Source: an optimization exercise on an open RTL-to-GDS flow (aim: small area, a short achievable clock period and few clock cycles per item). Production flows keep margins and buffers that such runs may drop.
Power is estimated from default activity; no workload was simulated.

== job 3154 ==
==> flow/design.v <==
`timescale 1ns / 1ps
package lphs_pkg;
   localparam int SLOTS       = 16;
   localparam int CMD_W       = 2;
   localparam int REQ_KEY_W   = 32;
   localparam int STATUS_W    = 2;
   localparam int RSP_SLOT_W  = 4;
   localparam int RSP_COUNT_W = 5;
   localparam int MAX_W       = 5;
   localparam int CSR_ADDR_W  = 3;
   localparam int CSR_DATA_W  = 32;
   localparam logic [MAX_W-1:0] MAX_ENTRIES_RESET = MAX_W'(SLOTS * 7 / 10);
   localparam logic [CMD_W-1:0] CMD_INSERT = 2'd0;
   localparam logic [CMD_W-1:0] CMD_REMOVE = 2'd1;
   localparam logic [CMD_W-1:0] CMD_FIND   = 2'd2;
   localparam logic [STATUS_W-1:0] ST_OK        = 2'd0;
   localparam logic [STATUS_W-1:0] ST_NOT_FOUND = 2'd1;
   localparam logic [STATUS_W-1:0] ST_FULL      = 2'd2;
endpackage
`timescale 1ns / 1ps
module lphs_datapath (
   input  logic                                clock,
   input  logic                                reset,
   input  logic                                accept,
   input  logic [lphs_pkg::CMD_W-1:0]          cmd,
   input  logic [lphs_pkg::REQ_KEY_W-1:0]      key,
   input  logic [lphs_pkg::MAX_W-1:0]          max_entries,
   output logic                                res_valid,
   output logic [lphs_pkg::STATUS_W-1:0]       res_status,
   output logic [lphs_pkg::SLOTS-1:0]          res_sel,
   output logic [lphs_pkg::RSP_COUNT_W-1:0]    res_count
);
   localparam int N = lphs_pkg::SLOTS;
   logic [31:0]  key_q [N];
   logic [N-1:0] used_q, empty_q;
   logic [N-1:0] free_q;
   logic [4:0]   count_q;
   logic         v_q, ins_q, rem_q, rf_q;
   logic [31:0]  rkey_q;
   logic [N-1:0] eq_q;
   logic         eq_k;
   logic [N-1:0] eq_in;
   assign eq_k = (key == rkey_q);
   always_comb begin
      for (int s = 0; s < N; s++) begin
         eq_in[s] = free_q[s] ? eq_k : (key == key_q[s]);
      end
   end
   function automatic logic [N:0] below_or(input logic [N-1:0] x);
      logic [N/4-1:0] g;
      logic [N/4:0]   gp;
      for (int i = 0; i < N/4; i++) begin
         g[i] = |x[4*i +: 4];
      end
      gp[0] = 1'b0;
      for (int i = 0; i < N/4; i++) begin
         gp[i+1] = |(g & (N/4)'((1 << (i + 1)) - 1));
      end
      for (int s = 0; s < N; s++) begin
         below_or[s] = gp[s/4] | (|(x[4*(s/4) +: 4] & 4'((1 << (s % 4)) - 1)));
      end
      below_or[N] = gp[N/4];
   endfunction
   function automatic logic [N-1:0] circ_first(input logic [N-1:0] v, input logic [N-1:0] m);
      logic [N:0] p_h, p_v;
      p_h = below_or(v & m);
      p_v = below_or(v);
      for (int s = 0; s < N; s++) begin
         circ_first[s] = v[s] & (m[s] ? !p_h[s] : !(p_h[N] | p_v[s]));
      end
   endfunction
   function automatic logic [N-1:0] circ_before(input logic [N-1:0] v, input logic [N-1:0] m);
      logic [N:0] p_h, p_v;
      p_h = below_or(v & m);
      p_v = below_or(v);
      for (int s = 0; s < N; s++) begin
         circ_before[s] = m[s] ? !p_h[s] : !(p_h[N] | p_v[s]);
      end
   endfunction
   logic [N-1:0] m_in, m_q, match, first_ins, first_rf, reach, sel;
   logic         any_free, at_limit, ins_ok, hit;
   logic [4:0]   cnt_inc, cnt_dec, count_next;
   always_comb begin
      for (int s = 0; s < N; s++) begin
         m_in[s] = (4'(s) >= key[3:0]);
      end
   end
   assign match     = used_q & eq_q;
   assign first_ins = circ_first(~used_q, m_q);
   assign first_rf  = circ_first(empty_q | match, m_q);
   assign reach     = circ_before(empty_q, m_q);
   assign any_free = !(&used_q);
   assign at_limit = (count_q >= max_entries) || count_q[4];
   assign ins_ok   = ins_q && !at_limit && any_free;
   assign hit      = rf_q && |(match & reach);
   assign sel = ({N{ins_ok}} & first_ins) | ({N{rf_q}} & used_q & first_rf);
   assign cnt_inc    = count_q + 5'd1;
   assign cnt_dec    = count_q - 5'd1;
   assign count_next = ins_ok ? cnt_inc : ((rem_q && hit) ? cnt_dec : count_q);
   always_ff @(posedge clock) begin
      if (reset) begin
         v_q     <= 1'b0;
         ins_q   <= 1'b0;
         rem_q   <= 1'b0;
         rf_q    <= 1'b0;
         used_q  <= '0;
         free_q  <= '1;
         empty_q <= '1;
         count_q <= '0;
      end else begin
         v_q     <= accept;
         ins_q   <= accept && (cmd == lphs_pkg::CMD_INSERT);
         rem_q   <= accept && (cmd == lphs_pkg::CMD_REMOVE);
         rf_q    <= accept && (cmd == lphs_pkg::CMD_REMOVE || cmd == lphs_pkg::CMD_FIND);
         count_q <= count_next;
         for (int s = 0; s < N; s++) begin
            if (ins_ok && first_ins[s]) begin
               used_q[s]  <= 1'b1;
               free_q[s]  <= 1'b0;
               empty_q[s] <= 1'b0;
            end else if (rem_q && first_rf[s]) begin
               used_q[s]  <= 1'b0;
               free_q[s]  <= 1'b1;
            end
         end
      end
   end
   always_ff @(posedge clock) begin
      rkey_q <= key;
      m_q    <= m_in;
      eq_q   <= eq_in;
      for (int s = 0; s < N; s++) begin
         if (free_q[s]) begin
            key_q[s] <= rkey_q;
         end
      end
   end
   assign res_valid  = v_q;
   assign res_status = (ins_q && !ins_ok) ? lphs_pkg::ST_FULL :
                       ((ins_q || hit) ? lphs_pkg::ST_OK : lphs_pkg::ST_NOT_FOUND);
   assign res_sel    = sel;
   assign res_count  = count_next;
endmodule
`timescale 1ns / 1ps
module linear_probe_hash_set (
   input  logic                                clock,
   input  logic                                reset,
   input  logic                                req_valid,
   output logic                                req_stall,
   input  logic [lphs_pkg::CMD_W-1:0]          req_cmd,
   input  logic [lphs_pkg::REQ_KEY_W-1:0]      req_key,
   output logic                                rsp_valid,
   input  logic                                rsp_stall,
   output logic [lphs_pkg::STATUS_W-1:0]       rsp_status,
   output logic [lphs_pkg::RSP_SLOT_W-1:0]     rsp_slot,
   output logic [lphs_pkg::RSP_COUNT_W-1:0]    rsp_count,
   input  logic                                psel,
   input  logic                                penable,
   input  logic                                pwrite,
   input  logic [lphs_pkg::CSR_ADDR_W-1:0]     paddr,
   input  logic [lphs_pkg::CSR_DATA_W-1:0]     pwdata,
   output logic [lphs_pkg::CSR_DATA_W-1:0]     prdata,
   output logic                                pready
);
   localparam int RW = lphs_pkg::STATUS_W + lphs_pkg::RSP_SLOT_W + lphs_pkg::RSP_COUNT_W;
   logic [lphs_pkg::MAX_W-1:0] max_q;
   logic                       accept;
   logic                       res_valid;
   localparam int XW = lphs_pkg::STATUS_W + lphs_pkg::SLOTS + lphs_pkg::RSP_COUNT_W;
   logic [XW-1:0]              res;
   assign pready = 1'b1;
   assign prdata = paddr[2] ? '0 : lphs_pkg::CSR_DATA_W'(max_q);
   always_ff @(posedge clock) begin
      if (reset) begin
         max_q <= lphs_pkg::MAX_ENTRIES_RESET;
      end else if (psel && penable && pwrite && !paddr[2]) begin
         max_q <= pwdata[lphs_pkg::MAX_W-1:0];
      end
   end
   logic          r_v, r_move, r_v_in;
   logic [XW-1:0] r_q;
   logic [RW-1:0] r_ans;
   logic [3:0]    r_slot;
   always_comb begin
      r_slot = '0;
      for (int s = 0; s < lphs_pkg::SLOTS; s++) begin
         r_slot = r_slot | ({4{r_q[lphs_pkg::RSP_COUNT_W + s]}} & 4'(s));
      end
   end
   assign r_ans = {r_q[XW-1 -: lphs_pkg::STATUS_W], r_slot, r_q[lphs_pkg::RSP_COUNT_W-1:0]};
   logic [RW-1:0] q_q [3];
   logic [2:0]    occ_q, occ_in;
   logic [2:0]    wsel;
   logic          pop, stall_q;
   logic [3:0]    occ_x;
   assign rsp_valid = occ_q[0];
   assign pop       = occ_q[0] && !rsp_stall;
   assign occ_x     = {1'b0, occ_q};
   assign {rsp_status, rsp_slot, rsp_count} = q_q[0];
   assign r_move = r_v && (!occ_q[2] || pop);
   assign r_v_in = res_valid || (r_v && !r_move);
   always_comb begin
      for (int i = 0; i < 3; i++) begin
         wsel[i] = r_move && (pop ? (occ_x[i] && !occ_x[i+1])
                                  : (!occ_x[i] && (i == 0 || occ_x[i-1])));
      end
      occ_in = occ_q;
      if (r_move && !pop) begin
         occ_in = {occ_q[1:0], 1'b1};
      end else if (pop && !r_move) begin
         occ_in = {1'b0, occ_q[2:1]};
      end
   end
   assign req_stall = stall_q;
   assign accept    = req_valid && !stall_q;
   always_ff @(posedge clock) begin
      if (reset) begin
         r_v     <= 1'b0;
         occ_q   <= '0;
         stall_q <= 1'b0;
      end else begin
         r_v     <= r_v_in;
         occ_q   <= occ_in;
         stall_q <= (occ_in[2] && (accept || r_v_in)) || (occ_in[1] && accept && r_v_in);
      end
   end
   always_ff @(posedge clock) begin
      if (res_valid) begin
         r_q <= res;
      end
      for (int i = 0; i < 3; i++) begin
         if (wsel[i]) begin
            q_q[i] <= r_ans;
         end else if (pop && i < 2) begin
            q_q[i] <= q_q[i+1];
         end
      end
   end
   lphs_datapath u_dp (
      .clock       (clock),
      .reset       (reset),
      .accept      (accept),
      .cmd         (req_cmd),
      .key         (req_key),
      .max_entries (max_q),
      .res_valid   (res_valid),
      .res_status  (res[XW-1 -: lphs_pkg::STATUS_W]),
      .res_sel     (res[lphs_pkg::RSP_COUNT_W +: lphs_pkg::SLOTS]),
      .res_count   (res[lphs_pkg::RSP_COUNT_W-1:0])
   );
endmodule
Settings: LEC_CHECK=0, ABC_CLOCK_PERIOD_IN_PS=1500, CAP_MARGIN=20, CORE_MARGIN=2, CORE_UTILIZATION=60, CTS_BUF_LIST=sky130_fd_sc_hd__clkbuf_8, CTS_CLUSTER_DIAMETER=60, CTS_CLUSTER_SIZE=16, SETUP_SLACK_MARGIN=3.4, SLEW_MARGIN=20; clock period 6.0 ns.
run.sh (not shown) runs the stock make flow with config.mk's settings and CLKGATE_MAP_FILE= SYNTH_SCRIPT=/design/flow/synth_recipe.tcl, a recipe that flattens the netlist after the stock synthesis.
Modified inputs, job 8018 compared to job 3154
Settings: swapping 1500 for 2700 in ABC_CLOCK_PERIOD_IN_PS.
==> comparison <==
- Status: internal power consumption parity (job 8018, job 3154)
- Footprint of the multi-input gates came out exactly the same in job 8018 and job 3154.
- Placed wire-length estimate: job 3154 vs job 8018 identical
- From job 3154 to job 8018, sequential share of layout area did not move at all.
- From job 3154 to job 8018, area of placed instances did not move at all.
The inputs of job 9645 differ from those of job 8018 as listed below.
Settings: a change of ABC_CLOCK_PERIOD_IN_PS from 2700 to 2000.
Results
Summary of job 9645 over job 8018: clock power comparable, smallest hold slack roughly the same.
Per the comparison of job 9645 with job 8018, layout clock buffer count closely matched the old numbers, footprint of the multi-input gates closely matched the old numbers, number of port buffers closely matched the old numbers.
No functional check of the RTL was part of any run of this note.

==> port drivers added, routing unchanged <==
No port has a modelled driver above. Below, the same layouts with a new extraction and two added sets of constraints. Step 1, drivers: a clkbuf_16 drives clock and a buf_2 each remaining input, both assumed. Step 2 also shifts input and output timing later by t, the mid clock arrival at the registers, as if the neighbouring blocks saw the same clock. Slacks: ideal ports / drivers / drivers and shift; pairs: ideal ports / drivers.
run	t, ns	setup slack, ns	hold slack, ns	worst setup path at the end	clock arrival spread, ns
job 3154	0.734	3.248 / 3.199 / 2.690	0.472 / 0.472 / 0.472	input to register	0.043 / 0.043
job 8018	0.734	3.248 / 3.199 / 2.690	0.472 / 0.472 / 0.472	input to register	0.043 / 0.043
job 9645	0.734	3.248 / 3.199 / 2.690	0.472 / 0.472 / 0.472	input to register	0.043 / 0.043
After both steps every run listed still meets setup and hold.
